This design comes from an exercise in tuning for small area on the open sky130 flow, not from production work.
The RTL was checked by simulation tests, not by an equivalence proof against the original design.
Power figures rest on the tool's default switching activity, not on a simulated workload.

==> design/flow/design.v <==
module serial_sipo_fifo #(
  parameter int MAXLEN    = 64,
  parameter int LANES     = 1,
  parameter int DEPTH     = 32,
  parameter bit LSB_FIRST = 1'b0,
  localparam int LENW = $clog2(MAXLEN + 1),
  localparam int LCW  = (LANES > 1) ? $clog2(LANES) : 1,
  localparam int CNTW = $clog2(DEPTH + 1)
) (
  input  logic              clk,
  input  logic              rst,
  input  logic              pushin,
  input  logic              lastin,
  input  logic [LANES-1:0]  datain,
  input  logic [LCW-1:0]    lastcnt,
  output logic              stopin,
  input  logic              pullout,
  output logic              stopout,
  output logic [MAXLEN-1:0] dataout,
  output logic [LENW-1:0]   lenout,
  output logic [CNTW-1:0]   count,
  output logic              errlen
);
  localparam int PTRW = (DEPTH > 1) ? $clog2(DEPTH) : 1;
  localparam int BW   = $clog2(LANES + 1);
  localparam int WW   = LENW + MAXLEN;
  localparam logic [LENW-1:0]   LEN_ZERO  = LENW'(0);
  localparam logic [LENW-1:0]   LEN_ONE   = LENW'(1);
  localparam logic [LENW-1:0]   LEN_MAX   = LENW'(MAXLEN);
  localparam logic [CNTW-1:0]   CNT_ZERO  = CNTW'(0);
  localparam logic [CNTW-1:0]   CNT_ONE   = CNTW'(1);
  localparam logic [CNTW-1:0]   CNT_FULL  = CNTW'(DEPTH);
  localparam logic [PTRW-1:0]   PTR_ZERO  = PTRW'(0);
  localparam logic [PTRW-1:0]   PTR_ONE   = PTRW'(1);
  localparam logic [PTRW-1:0]   PTR_LAST  = PTRW'(DEPTH - 1);
  localparam logic [BW-1:0]     BW_ONE    = BW'(1);
  localparam logic [BW-1:0]     BEAT_FULL = BW'(LANES);
  localparam logic [MAXLEN-1:0] DATA_ZERO = MAXLEN'(0);
  localparam logic [MAXLEN-1:0] DATA_ONE  = MAXLEN'(1);
  function automatic logic [PTRW-1:0] ptr_inc(input logic [PTRW-1:0] p);
    if (p == PTR_LAST) begin
      ptr_inc = PTR_ZERO;
    end else begin
      ptr_inc = p + PTR_ONE;
    end
  endfunction
  logic [MAXLEN-1:0] asm_data_r;
  logic [LENW-1:0]   asm_len_r;
  logic              errlen_r;
  logic [WW-1:0]     mem_r [DEPTH];
  logic [PTRW-1:0]   wr_ptr_r;
  logic [PTRW-1:0]   rd_ptr_r;
  logic [CNTW-1:0]   mem_cnt_r;
  logic [CNTW-1:0]   count_r;
  logic              stopin_r;
  logic              stopout_r;
  logic [MAXLEN-1:0] dataout_r;
  logic [LENW-1:0]   lenout_r;
  logic              acc_s;
  logic              commit_s;
  logic              xfer_s;
  logic              load_s;
  logic [BW-1:0]     beat_bits_s;
  logic [MAXLEN-1:0] nxt_data_s;
  logic [LENW-1:0]   nxt_len_s;
  logic              ovf_s;
  logic [LANES-1:0]  beat_sh_s;
  logic [CNTW-1:0]   count_nxt_s;
  logic [CNTW-1:0]   mem_cnt_nxt_s;
  logic [WW-1:0]     rd_word_s;
  assign acc_s     = pushin & ~stopin_r;
  assign commit_s  = acc_s & lastin;
  assign xfer_s    = ~stopout_r & pullout;
  assign load_s    = (mem_cnt_r != CNT_ZERO) & (stopout_r | xfer_s);
  assign rd_word_s = mem_r[rd_ptr_r];
  always_comb begin
    beat_bits_s = BEAT_FULL;
    if ((LANES > 1) && lastin) begin
      beat_bits_s = BW'(lastcnt) + BW_ONE;
    end else begin
      beat_bits_s = BEAT_FULL;
    end
  end
  always_comb begin
    nxt_data_s = asm_data_r;
    nxt_len_s  = asm_len_r;
    ovf_s      = 1'b0;
    beat_sh_s  = datain;
    for (int i = 0; i < LANES; i++) begin
      if (acc_s && (i < int'(beat_bits_s))) begin
        if (nxt_len_s < LEN_MAX) begin
          if (LSB_FIRST) begin
            if (beat_sh_s[LANES-1]) begin
              nxt_data_s = nxt_data_s | (DATA_ONE << nxt_len_s);
            end else begin
              nxt_data_s = nxt_data_s;
            end
          end else begin
            nxt_data_s = {nxt_data_s[MAXLEN-2:0], beat_sh_s[LANES-1]};
          end
          nxt_len_s = nxt_len_s + LEN_ONE;
        end else begin
          ovf_s = 1'b1;
        end
      end else begin
        ovf_s = ovf_s;
      end
      beat_sh_s = beat_sh_s << 1'b1;
    end
  end
  always_comb begin
    count_nxt_s   = count_r;
    mem_cnt_nxt_s = mem_cnt_r;
    if (commit_s && !xfer_s) begin
      count_nxt_s = count_r + CNT_ONE;
    end else if (xfer_s && !commit_s) begin
      count_nxt_s = count_r - CNT_ONE;
    end else begin
      count_nxt_s = count_r;
    end
    if (commit_s && !load_s) begin
      mem_cnt_nxt_s = mem_cnt_r + CNT_ONE;
    end else if (load_s && !commit_s) begin
      mem_cnt_nxt_s = mem_cnt_r - CNT_ONE;
    end else begin
      mem_cnt_nxt_s = mem_cnt_r;
    end
  end
  always_ff @(posedge clk or negedge rst) begin
    if (!rst) begin
      asm_data_r <= DATA_ZERO;
      asm_len_r  <= LEN_ZERO;
      errlen_r   <= 1'b0;
    end else begin
      if (commit_s) begin
        asm_data_r <= DATA_ZERO;
        asm_len_r  <= LEN_ZERO;
      end else if (acc_s) begin
        asm_data_r <= nxt_data_s;
        asm_len_r  <= nxt_len_s;
      end
      errlen_r <= errlen_r | ovf_s;
    end
  end
  always_ff @(posedge clk) begin
    if (commit_s) begin
      mem_r[wr_ptr_r] <= {nxt_len_s, nxt_data_s};
    end
  end
  always_ff @(posedge clk or negedge rst) begin
    if (!rst) begin
      wr_ptr_r  <= PTR_ZERO;
      rd_ptr_r  <= PTR_ZERO;
      mem_cnt_r <= CNT_ZERO;
      count_r   <= CNT_ZERO;
      stopin_r  <= 1'b0;
    end else begin
      if (commit_s) begin
        wr_ptr_r <= ptr_inc(wr_ptr_r);
      end
      if (load_s) begin
        rd_ptr_r <= ptr_inc(rd_ptr_r);
      end
      mem_cnt_r <= mem_cnt_nxt_s;
      count_r   <= count_nxt_s;
      stopin_r  <= (count_nxt_s == CNT_FULL);
    end
  end
  always_ff @(posedge clk or negedge rst) begin
    if (!rst) begin
      stopout_r <= 1'b1;
      dataout_r <= DATA_ZERO;
      lenout_r  <= LEN_ZERO;
    end else begin
      if (load_s) begin
        stopout_r <= 1'b0;
        dataout_r <= rd_word_s[MAXLEN-1:0];
        lenout_r  <= rd_word_s[WW-1:MAXLEN];
      end else if (xfer_s) begin
        stopout_r <= 1'b1;
      end
    end
  end
  assign stopin  = stopin_r;
  assign stopout = stopout_r;
  assign dataout = dataout_r;
  assign lenout  = lenout_r;
  assign count   = count_r;
  assign errlen  = errlen_r;
endmodule
module sipo_msg_fifo (
  input  logic        clk,
  input  logic        rst,
  input  logic        pushin,
  input  logic        lastin,
  input  logic [3:0]  datain,
  input  logic [1:0]  lastcnt,
  output logic        stopin,
  input  logic        pullout,
  output logic        stopout,
  output logic [63:0] dataout,
  output logic [6:0]  lenout,
  output logic [5:0]  count,
  output logic        errlen
);
  serial_sipo_fifo #(
    .MAXLEN   (64),
    .LANES    (4),
    .DEPTH    (32),
    .LSB_FIRST(1'b0)
  ) u_fifo (
    .clk    (clk),
    .rst    (rst),
    .pushin (pushin),
    .lastin (lastin),
    .datain (datain),
    .lastcnt(lastcnt),
    .stopin (stopin),
    .pullout(pullout),
    .stopout(stopout),
    .dataout(dataout),
    .lenout (lenout),
    .count  (count),
    .errlen (errlen)
  );
endmodule
==> design/flow/run.sh <==
#!/bin/bash
# synth_recipe.tcl (not shown) runs the flow's synth.tcl, then flattens the netlist and writes it again
# the make line also repeats each setting of config.mk as NAME=value (left out here)
make -C /OpenROAD-flow-scripts/flow DESIGN_CONFIG=/design/flow/config.mk WORK_HOME=/design/flow/orfs CLKGATE_MAP_FILE= SYNTH_SCRIPT=/design/flow/synth_recipe.tcl finish
==> design/flow/config.mk <==
export PLATFORM = sky130hd
export DESIGN_NAME = sipo_msg_fifo
export DESIGN_NICKNAME = sipo_msg_fifo
export VERILOG_FILES = /design/flow/design.v
export SDC_FILE = /design/flow/constraint.sdc
export NUM_CORES = 4
export LEC_CHECK = 0
export CAP_MARGIN = 20
export CORE_MARGIN = 2
export CORE_UTILIZATION = 40
export SLEW_MARGIN = 20
==> design/flow/constraint.sdc <==
create_clock -name core_clock -period 5.0 [get_ports {clk}]
set_input_delay 1.0000 -clock core_clock [delete_from_list [all_inputs] [get_ports {clk}]]
set_output_delay 1.0000 -clock core_clock [all_outputs]
set_load 0.01 [all_outputs]
==> run_results.csv, run 1 <==
group,metric,value,unit
placed_design,dp_cells,7790,
timing,slew_headroom,0.369,
synth,yosys_warnings,1,
synth,synth_area_leader_cell,"edfxtp_1",
synth,yosysUniqueCellTypes,73,
power,p_total,64.6,mW
clocking,clk_latency,870,ps
clocking,cts.sinks,2439,
clocking,clk_path_buf_depth,3,
floorplanning,io_pins,91,
synth,synth_nets,4533,
timing,worst_slack,760,ps
layout,fin_util,0.471,
grt,grt_pass1_wl,363000,um
clocking,cts_tree,"yes",
layout,stdcell_count,8242,
setup_path,worstPathMaxFanout,32,
floorplanning,die_x,493,um
timing,period_share,0.848,
placed_design,placed_area,104000,um^2
clocking,cts.htree.levels,4,
detailed_routing,wl_per_cell,31.0,um
layout,nFillCells,19500,
setup_path,crit_type,"primary input to flop",
power,power_density,576,nW/um^2
grt,grt_pass1_vias,48600,
floorplanning,coreArea,238000,um^2
grt,grt_usage,0.209,
synth,syn_inst,4502,
placed_design,dp_hpwl,131000,um
layout,final_area,112000,um^2
synth,async_flop_share,0.0685,
timing,fin_hold_ws,485,ps
grt,grt_overflow_total,0,
placed_design,numPortBuffers,90,
synth,synth_ff_type,"edfxtp_1",
layout,nets,4891,
timing,fmax,236,MHz
floorplanning,rows,179,
detailed_routing,drc,0,
detailed_routing,first_iter_violations,5665,
floorplanning,die_area,243000,um^2
power,peakVddDrop,0.000350,V
placed_design,pre_cts_ws,-17.7,ps
clocking,cts-resized-gates,0,
grt,antenna_found_initial,6,
detailed_routing,dr_total_vias,48600,
setup_path,critPathRequiredTime,5680,ps
timing,finalClockSkew,46.0,ps
timing,setup_viol,0,
outcome,outcome,"complete, no violations",
layout,drive_gt1_frac,0.295,
detailed_routing,finalWirelength,255000,um
timing,drv_slew,0,
floorplanning,dieHeight,493,um
setup_path,worstSetupEndpointType,"flop",
detailed_routing,firstDrtPassIters,18,
floorplanning,start_util,0.403,
grt,grt_start_max_net_pins,97,
timing,hold_viol_final,0,
synth,yosys-top-cells-area,"edfxtp_1, mux4_2, dfrtp_1",
clocking,numCtsBuffers,234,
synth,syn_area_per_cell,21.3,um^2
setup_path,crit_arrival,4920,ps
timing,fin_tns_setup,0,ps
clocking,cts_hold_buf,1,
synth,synth.top_cell.area_share,0.713,
detailed_routing,via_per_inst,5.90,
timing,finalCriticalPeriod,4240,ps
clocking,root_buffer,"clkbuf_16",
synth,syn_area,95700,um^2
hold_path,hp-class,"flop to flop",
clocking,clkSlewWorstSetupHoldPaths,60,ps
clocking,cts_setup_buffers,0,
timing,rsz0062_at_grt,"no",
synth,synth-seq-cells,2439,
power,leakage,36.1,nW
synth,seq_area_frac_synth,0.756,
timing,tightest_slew,947,ps
placed_design,gp_congestion,0.818,
setup_path,worstSetupStartpointType,"primary input",
synth,synth_edf_count,2272,
detailed_routing,drtAntennaViolNets,0,
layout,syn_to_final_growth,17.1,%
run,maxCapViolCount,0,
cell usage after synthesis, types with 19 or more instances:
library cell and number:
a31o_1 58, buf_1 62, ha_1 19, clkbuf_1 189, o22ai_1 62, o21ai_0 21, mux4_2 710, o21ai_1 59
and2_1 62, mux2i_1 74, edfxtp_1 2272, nand2_1 48, a21oi_1 205, dfrtp_1 166, nor2_1 317
final timing paths:
check                                                     start                               end  slack [ps]  depth (start not counted)
worst max register to register        u_fifo.stopin_r$_DFF_PN0_    u_fifo.mem_r[13][19]$_DFFE_PP_        1100                         17
worst min-delay path            u_fifo.mem_cnt_r[5]$_DFFE_PN0P_   u_fifo.mem_cnt_r[5]$_DFFE_PN0P_         490                          1
worst min register to register  u_fifo.mem_cnt_r[5]$_DFFE_PN0P_   u_fifo.mem_cnt_r[5]$_DFFE_PN0P_         490                          1
worst max-delay path                                 lastcnt[1]    u_fifo.mem_r[13][19]$_DFFE_PP_         760                         19
max in group asynchronous                                   rst  u_fifo.dataout_r[10]$_DFFE_PN0P_        3370                          3
min in group asynchronous                                   rst  u_fifo.dataout_r[44]$_DFFE_PN0P_         610                          2
final cells by class:
| cell class | instances | area, um^2 | share of cell area |
|---|---|---|---|
| Clock buffer | 320 | 6540 | 0.0583 |
| Sequential cell | 2439 | 72400 | 0.646 |
| Inverter | 11 | 41.3 | 0.000368 |
| Clock inverter | 127 | 1350 | 0.0120 |
| Antenna cell | 4 | 10.0 | 0.0000893 |
| Multi-Input combinational cell | 1785 | 22800 | 0.204 |
| Timing Repair Buffer | 389 | 4990 | 0.0445 |
| Tap cell | 3167 | 3960 | 0.0353 |
worst max-delay path, cell delays in order:
cell and delay (ps):
clkdlybuf4s50_1 440, buf_12 160, ha_1 320, buf_4 150
or3b_1 360, buf_4 160, o211ai_1 150, buf_4 170
a31oi_1 110, ha_1 200, o211ai_1 120, a21oi_1 70
buf_4 150, o32ai_4 340, buf_4 240, buf_12 160
a21oi_1 100, a21oi_2 270, buf_12 210
flip-flops by register name, summed over array words and instances (netlist names):
register and count:
u_fifo.mem_r 2272, u_fifo.asm_data_r 64, u_fifo.dataout_r 64, u_fifo.asm_len_r 7
u_fifo.lenout_r 7, u_fifo.count_r 6, u_fifo.mem_cnt_r 6, u_fifo.rd_ptr_r 5
u_fifo.wr_ptr_r 5, u_fifo.errlen_r 1, u_fifo.stopin_r 1, u_fifo.stopout_r 1
cells by family (layout without fill, tap and decap cells):
family	Yosys count	after routing	synth area share
and+or+nand+nor	492	492	0.0231
buffers and inverters	278	847	0.0111
muxes	785	785	0.175
xor gates and xnor gates	32	32	0.00308
AOI/OAI and AO/OA	456	456	0.0288
DFF	2439	2439	0.756
adders and majority gates	20	20	0.00269
other	0	4	0
routing by layer:
metal  vias up  GRT usage  routed length (um)
li1      19500          -                   -
met1     26700      0.301              108000
met2      2056      0.338              125000
met3       315     0.0308               18300
met4         0     0.0456                4720
met5         -          0                   0
where the power goes:
group	total [mW]	switching [mW]	internal, mW
Combinational	19.5	10.4	9.11
Clock	18.0	7.65	10.3
Sequential	27.0	1.06	26.0
cells in the final DEF (no fill, tap or decap), types with 62 or more instances in the layout:
| cell type | Yosys | routed |
|---|---|---|
| dfrtp_1 | 166 | 161 |
| nor2_1 | 317 | 282 |
| a21oi_1 | 205 | 145 |
| and2_1 | 62 | 62 |
| buf_4 | 1 | 151 |
| clkdlybuf4s50_1 | 0 | 89 |
| buf_12 | 0 | 147 |
| edfxtp_1 | 2272 | 2272 |
| mux2i_1 | 74 | 74 |
| mux4_2 | 710 | 710 |
| clkbuf_16 | 0 | 240 |
| o22ai_1 | 62 | 62 |
==> run 2, diff against run 1 <==
==> design/flow/design.v (replaced) <==
module serial_sipo_fifo #(
  parameter int MAXLEN    = 64,
  parameter int LANES     = 4,
  parameter int DEPTH     = 32,
  parameter bit LSB_FIRST = 1'b0
) (
  input  logic        clk,
  input  logic        rst,
  input  logic        pushin,
  input  logic        lastin,
  input  logic [3:0]  datain,
  input  logic [1:0]  lastcnt,
  output logic        stopin,
  input  logic        pullout,
  output logic        stopout,
  output logic [63:0] dataout,
  output logic [6:0]  lenout,
  output logic [5:0]  count,
  output logic        errlen
);
  logic [64:0] asm_r;           
  logic [64:0] mem_r [32];      
  logic [4:0]  wr_ptr_r;
  logic [4:0]  hd_ptr_r;        
  logic [5:0]  count_r;
  logic        stopout_r;
  logic        errlen_r;
  logic        acc_s, commit_s, xfer_s, sat_s;
  logic [64:0] nxt_s;
  logic [64:0] rd_s;
  assign acc_s    = pushin & ~count_r[5];
  assign commit_s = acc_s & lastin;
  assign xfer_s   = ~stopout_r & pullout;
  assign sat_s    = asm_r[64];
  always_comb begin
    if (sat_s) begin
      nxt_s = asm_r;
    end else if (!lastin) begin
      nxt_s = {asm_r[60:0], datain};
    end else begin
      case (lastcnt)
        2'd0:    nxt_s = {asm_r[63:0], datain[3]};
        2'd1:    nxt_s = {asm_r[62:0], datain[3:2]};
        2'd2:    nxt_s = {asm_r[61:0], datain[3:1]};
        default: nxt_s = {asm_r[60:0], datain};
      endcase
    end
  end
  always_ff @(posedge clk or negedge rst) begin
    if (!rst) begin
      asm_r    <= 65'd1;
      errlen_r <= 1'b0;
    end else begin
      if (commit_s) begin
        asm_r <= 65'd1;
      end else if (acc_s) begin
        asm_r <= nxt_s;
      end
      if (acc_s & sat_s) begin
        errlen_r <= 1'b1;
      end
    end
  end
  always_ff @(posedge clk) begin
    if (commit_s) begin
      mem_r[wr_ptr_r] <= nxt_s;
    end
  end
  always_ff @(posedge clk or negedge rst) begin
    if (!rst) begin
      wr_ptr_r  <= 5'd0;
      hd_ptr_r  <= 5'd0;
      count_r   <= 6'd0;
      stopout_r <= 1'b1;
    end else begin
      if (commit_s) begin
        wr_ptr_r <= wr_ptr_r + 5'd1;
      end
      if (xfer_s) begin
        hd_ptr_r <= hd_ptr_r + 5'd1;
      end
      if (commit_s & ~xfer_s) begin
        count_r <= count_r + 6'd1;
      end else if (xfer_s & ~commit_s) begin
        count_r <= count_r - 6'd1;
      end
      if (stopout_r) begin
        stopout_r <= (count_r == 6'd0);
      end else begin
        stopout_r <= xfer_s & (count_r == 6'd1);
      end
    end
  end
  always_comb begin
    rd_s = 65'd0;
    for (int j = 0; j < 32; j++) begin
      rd_s = rd_s | (mem_r[j] & {65{hd_ptr_r == 5'(j)}});
    end
  end
  always_comb begin
    logic above;
    above  = 1'b0;
    lenout = 7'd0;
    for (int i = 64; i >= 0; i--) begin
      if (i < 64) begin
        dataout[i] = rd_s[i] & above;
      end
      if (rd_s[i] & ~above) begin
        lenout = 7'(i);
      end
      above = above | rd_s[i];
    end
  end
  assign stopin  = count_r[5];
  assign stopout = stopout_r;
  assign count   = count_r;
  assign errlen  = errlen_r;
endmodule
module sipo_msg_fifo (
  input  logic        clk,
  input  logic        rst,
  input  logic        pushin,
  input  logic        lastin,
  input  logic [3:0]  datain,
  input  logic [1:0]  lastcnt,
  output logic        stopin,
  input  logic        pullout,
  output logic        stopout,
  output logic [63:0] dataout,
  output logic [6:0]  lenout,
  output logic [5:0]  count,
  output logic        errlen
);
  serial_sipo_fifo #(
    .MAXLEN   (64),
    .LANES    (4),
    .DEPTH    (32),
    .LSB_FIRST(1'b0)
  ) u_fifo (
    .clk    (clk),
    .rst    (rst),
    .pushin (pushin),
    .lastin (lastin),
    .datain (datain),
    .lastcnt(lastcnt),
    .stopin (stopin),
    .pullout(pullout),
    .stopout(stopout),
    .dataout(dataout),
    .lenout (lenout),
    .count  (count),
    .errlen (errlen)
  );
endmodule
--- a/design/flow/config.mk
+++ b/design/flow/config.mk
@@ -6,4 +6,5 @@
 export NUM_CORES = 4
 export LEC_CHECK = 0
+export ABC_AREA = 1
 export CAP_MARGIN = 20
 export CORE_MARGIN = 2
==> run 2 against run 1 <==
Compared with the run above: clock-buffer cell count down 47; the layout now fails its checks (negative setup slack); flip-flop and latch count decreased by 276; via count is 17% higher; first-iteration DRC count rose by 63%; die area decreased by 13%; synthesized cell count increased by 31%; worst hold slack worse by 300 ps; clock power is 9% lower; non-clock buffer count rose by 384; sequential share of layout area shrank 1.1 points.
==> run_results.csv, run 2 <==
group,metric,value,unit
synth,syn_area,83600,um^2
detailed_routing,first_iter_violations,9232,
detailed_routing,dr_total_vias,56800,
floorplanning,coreArea,207000,um^2
power,p_int,39.9,mW
detailed_routing,firstDrtPassIters,6,
grt,grt_pass1_wl,408000,um
synth,seq_area_frac_synth,0.772,
floorplanning,die_area,213000,um^2
detailed_routing,finalWirelength,295000,um
clocking,cts.sinks,2163,
detailed_routing,drtAntennaViolNets,0,
setup_path,worstSetupStartpointType,"flop",
clocking,cts_hold_buf,0,
placed_design,placed_area,93400,um^2
setup_path,critPathRequiredTime,4000,ps
synth,yosys-top-cells-area,"edfxtp_1, nand2_1, dfrtp_1",
layout,final_area,102000,um^2
timing,slew_headroom,0.208,
placed_design,pre_cts_ws,-3240,ps
grt,grt_overflow_total,0,
grt,grt_start_max_net_pins,82,
power,p_sw_frac,0.355,
power,p_comb_frac,0.370,
synth,yosys_warnings,1,
placed_design,gp_congestion,0.904,
synth,async_flop_share,0.0384,
timing,finalCriticalPeriod,8430,ps
placed_design,dp_hpwl,173000,um
clocking,clk_path_buf_depth,3,
setup_path,slowest_stage,"nor4_1",
setup_path,crit_type,"flop to primary output",
timing,setup_viol,59,
floorplanning,dieHeight,461,um
synth,synth_edf_count,2080,
detailed_routing,drc,0,
synth,synthTopCellsByCount,"edfxtp_1, nand2_1, nand4_1",
layout,drive_gt1_frac,0.201,
floorplanning,io_pins,91,
power,peakVddDrop,0.000520,V
synth,syn_area_per_cell,14.2,um^2
layout,top_regs,"u_fifo.mem_r (2080), u_fifo.asm_r (65), u_fifo.count_r (6)",
grt,antenna_found_initial,8,
synth,synth-seq-cells,2163,
synth,synth_nets,5928,
synth,synth.top_cell.area_share,0.747,
timing,hold_viol_final,0,
layout,largest_register,"u_fifo.mem_r",
layout,final_common_cell,"edfxtp_1",
grt,grt_usage,0.273,
power,pwr-share-seq,0.366,
layout,largest_reg_flops,2080,
hold_path,hp-class,"primary input to async pin",
clocking,root_buffer,"clkbuf_16",
timing,fmax,119,MHz
synth,syn_inst,5902,
run,maxCapViolCount,0,
floorplanning,rows,167,
timing,period_share,1.69,
timing,worst_slack,-3430,ps
outcome,so_faults,"negative setup slack",
layout,final_cell_mix,"edfxtp_1, nand2_1, buf_4",
setup_path,startpoint,"u_fifo.hd_ptr_r[0]$_DFFE_PN0P_",
layout,syn_to_final_growth,21.6,%
synth,synth.most_common_cell,"edfxtp_1",
detailed_routing,wl_per_cell,30.8,um
placed_design,numPortBuffers,90,
detailed_routing,via_per_inst,5.93,
layout,nets,6627,
power,power_density,608,nW/um^2
clocking,cts_tree,"yes",
synth,yosysUniqueCellTypes,61,
outcome,outcome,"finished with violations",
clocking,cts.htree.levels,4,
clocking,clk_latency,880,ps
setup_path,rr_startpoint,"u_fifo.count_r[5]$_DFFE_PN0P_",
clocking,numCtsBuffers,214,
setup_path,crit_arrival,7430,ps
setup_path,worstPathMaxFanout,8,
synth,synth_ff_type,"edfxtp_1",
clocking,clkSlewWorstSetupHoldPaths,60,ps
floorplanning,start_util,0.403,
power,clock_power_share,0.264,
timing,tightest_slew,1190,ps
timing,drv_slew,0,
timing,finalClockSkew,29.3,ps
timing,rsz0062_at_grt,"yes",
grt,grt_pass1_vias,53200,
synth,synth_area_leader_cell,"edfxtp_1",
setup_path,slowest_delay,700,ps
power,power.switching,22.0,mW
power,leakage,35.2,nW
floorplanning,die_x,461,um
setup_path,worstSetupEndpointType,"primary output",
-- run 2: stage by stage --
step                      utilization  instances  setup TNS, ps  power [mW]  hold WS (ps)
after global routing            0.490       9575        -132200        63.9           216
final                           0.490       9575        -118540        61.9           190
after global placement          0.450       9125         -98660        44.7           509
after floorplan                     -       5902         -52490        32.3           507
after CTS                       0.488       9559        -127590        61.3           165
after detailed placement        0.450       9126        -101340        44.9           506
-- run 2: what timing repair did --
item	CTS	global route
pin swaps	45	42
endpoints found under the setup margin	69	69
endpoints found under the hold margin	0	0
resized for setup	295	81
setup buffers	36	18
-- run 2: power by group through the flow --
stage	Sequential, mW	Clock [mW]	Combinational (mW)
after floorplan	23.0	0	9.24
after global placement	23.0	0	21.8
after detailed placement	23.0	0	21.9
after CTS	22.6	16.5	22.2
after global routing	22.7	17.1	24.2
final	22.6	16.4	22.9
-- run 2: layer usage --
layer,vias to the layer above,wire length [um],share of wire,track usage
li1,23600,-,-,-
met1,28800,117000,0.40,0.389
met2,3796,133000,0.45,0.418
met3,527,35100,0.12,0.0571
met4,10,10400,0.035,0.0897
met5,-,55,0.00019,0
-- run 2: final timing paths --
kind                                                   to  slack (ps)  cells past startpoint
min reg2reg                    u_fifo.stopout_r$_DFF_PN1_         510                      2
min                         u_fifo.count_r[3]$_DFFE_PN0P_         190                      1
max reg2reg                u_fifo.mem_r[17][40]$_DFFE_PP_        1370                      7
max                                            dataout[8]       -3430                     33
max in group asynchronous  u_fifo.hd_ptr_r[4]$_DFFE_PN0P_        3650                      2
min in group core_clock        u_fifo.stopout_r$_DFF_PN1_         510                      2
-- run 2: layout make-up --
cell class | instances | area (um^2)
Inverter | 308 | 1220
Sequential cell | 2163 | 64500
Tap cell | 2788 | 3490
Clock buffer | 273 | 5760
Clock inverter | 128 | 1370
Timing Repair Buffer | 773 | 7020
Fill cell | 17500 | 106000
Antenna cell | 1 | 2.50
Multi-Input combinational cell | 3141 | 18300
-- run 2: cell families after synthesis --
group,share of synthesized area
AND/OR/NAND/NOR,0.122
XOR/XNOR,0.00136
adder cells (fa/ha/maj),0.00224
flip-flops,0.772
buffers and inverters,0.0280
AO/OA/AOI/OAI,0.0744
-- run 2: worst max-delay path: cells and delay by family, from the launching register on --
family | cells | cell delay (ps)
AND/OR/NAND/NOR | 20 | 3300
adder cells (fa/ha/maj) | 1 | 190
buffers and inverters | 11 | 1920
flip-flops | 1 | 450
AO/OA/AOI/OAI | 1 | 620

re-timing with driven ports:
How much do the figures lean on ideal ports? The routed layouts below were timed once more, with nothing changed but the port constraints.
Step 1, drivers: a clkbuf_16 drives clk and a buf_2 each remaining input, both assumed.
Step 2, shift: input delay + t, output delay - t, t = (earliest + latest rising clock arrival at the registers) / 2. This alone moves slack from input paths to output paths.
a / b / c = ideal / step 1 / step 2; a / b = the first two.
run	t (ns)	slack for setup (ns)	hold slack, ns
run 1	0.936	0.760 / 0.817 / -0.119	0.485 / 0.485 / 0.485
run 2	0.952	-3.431 / -3.524 / -2.572	0.190 / 0.139 / 0.509
With both steps, setup timing fails in run 1, where it was met with ideal ports. The setup slack of run 1, which loses most, moves by +0.057 ns with the drivers and by -0.879 ns with both steps.
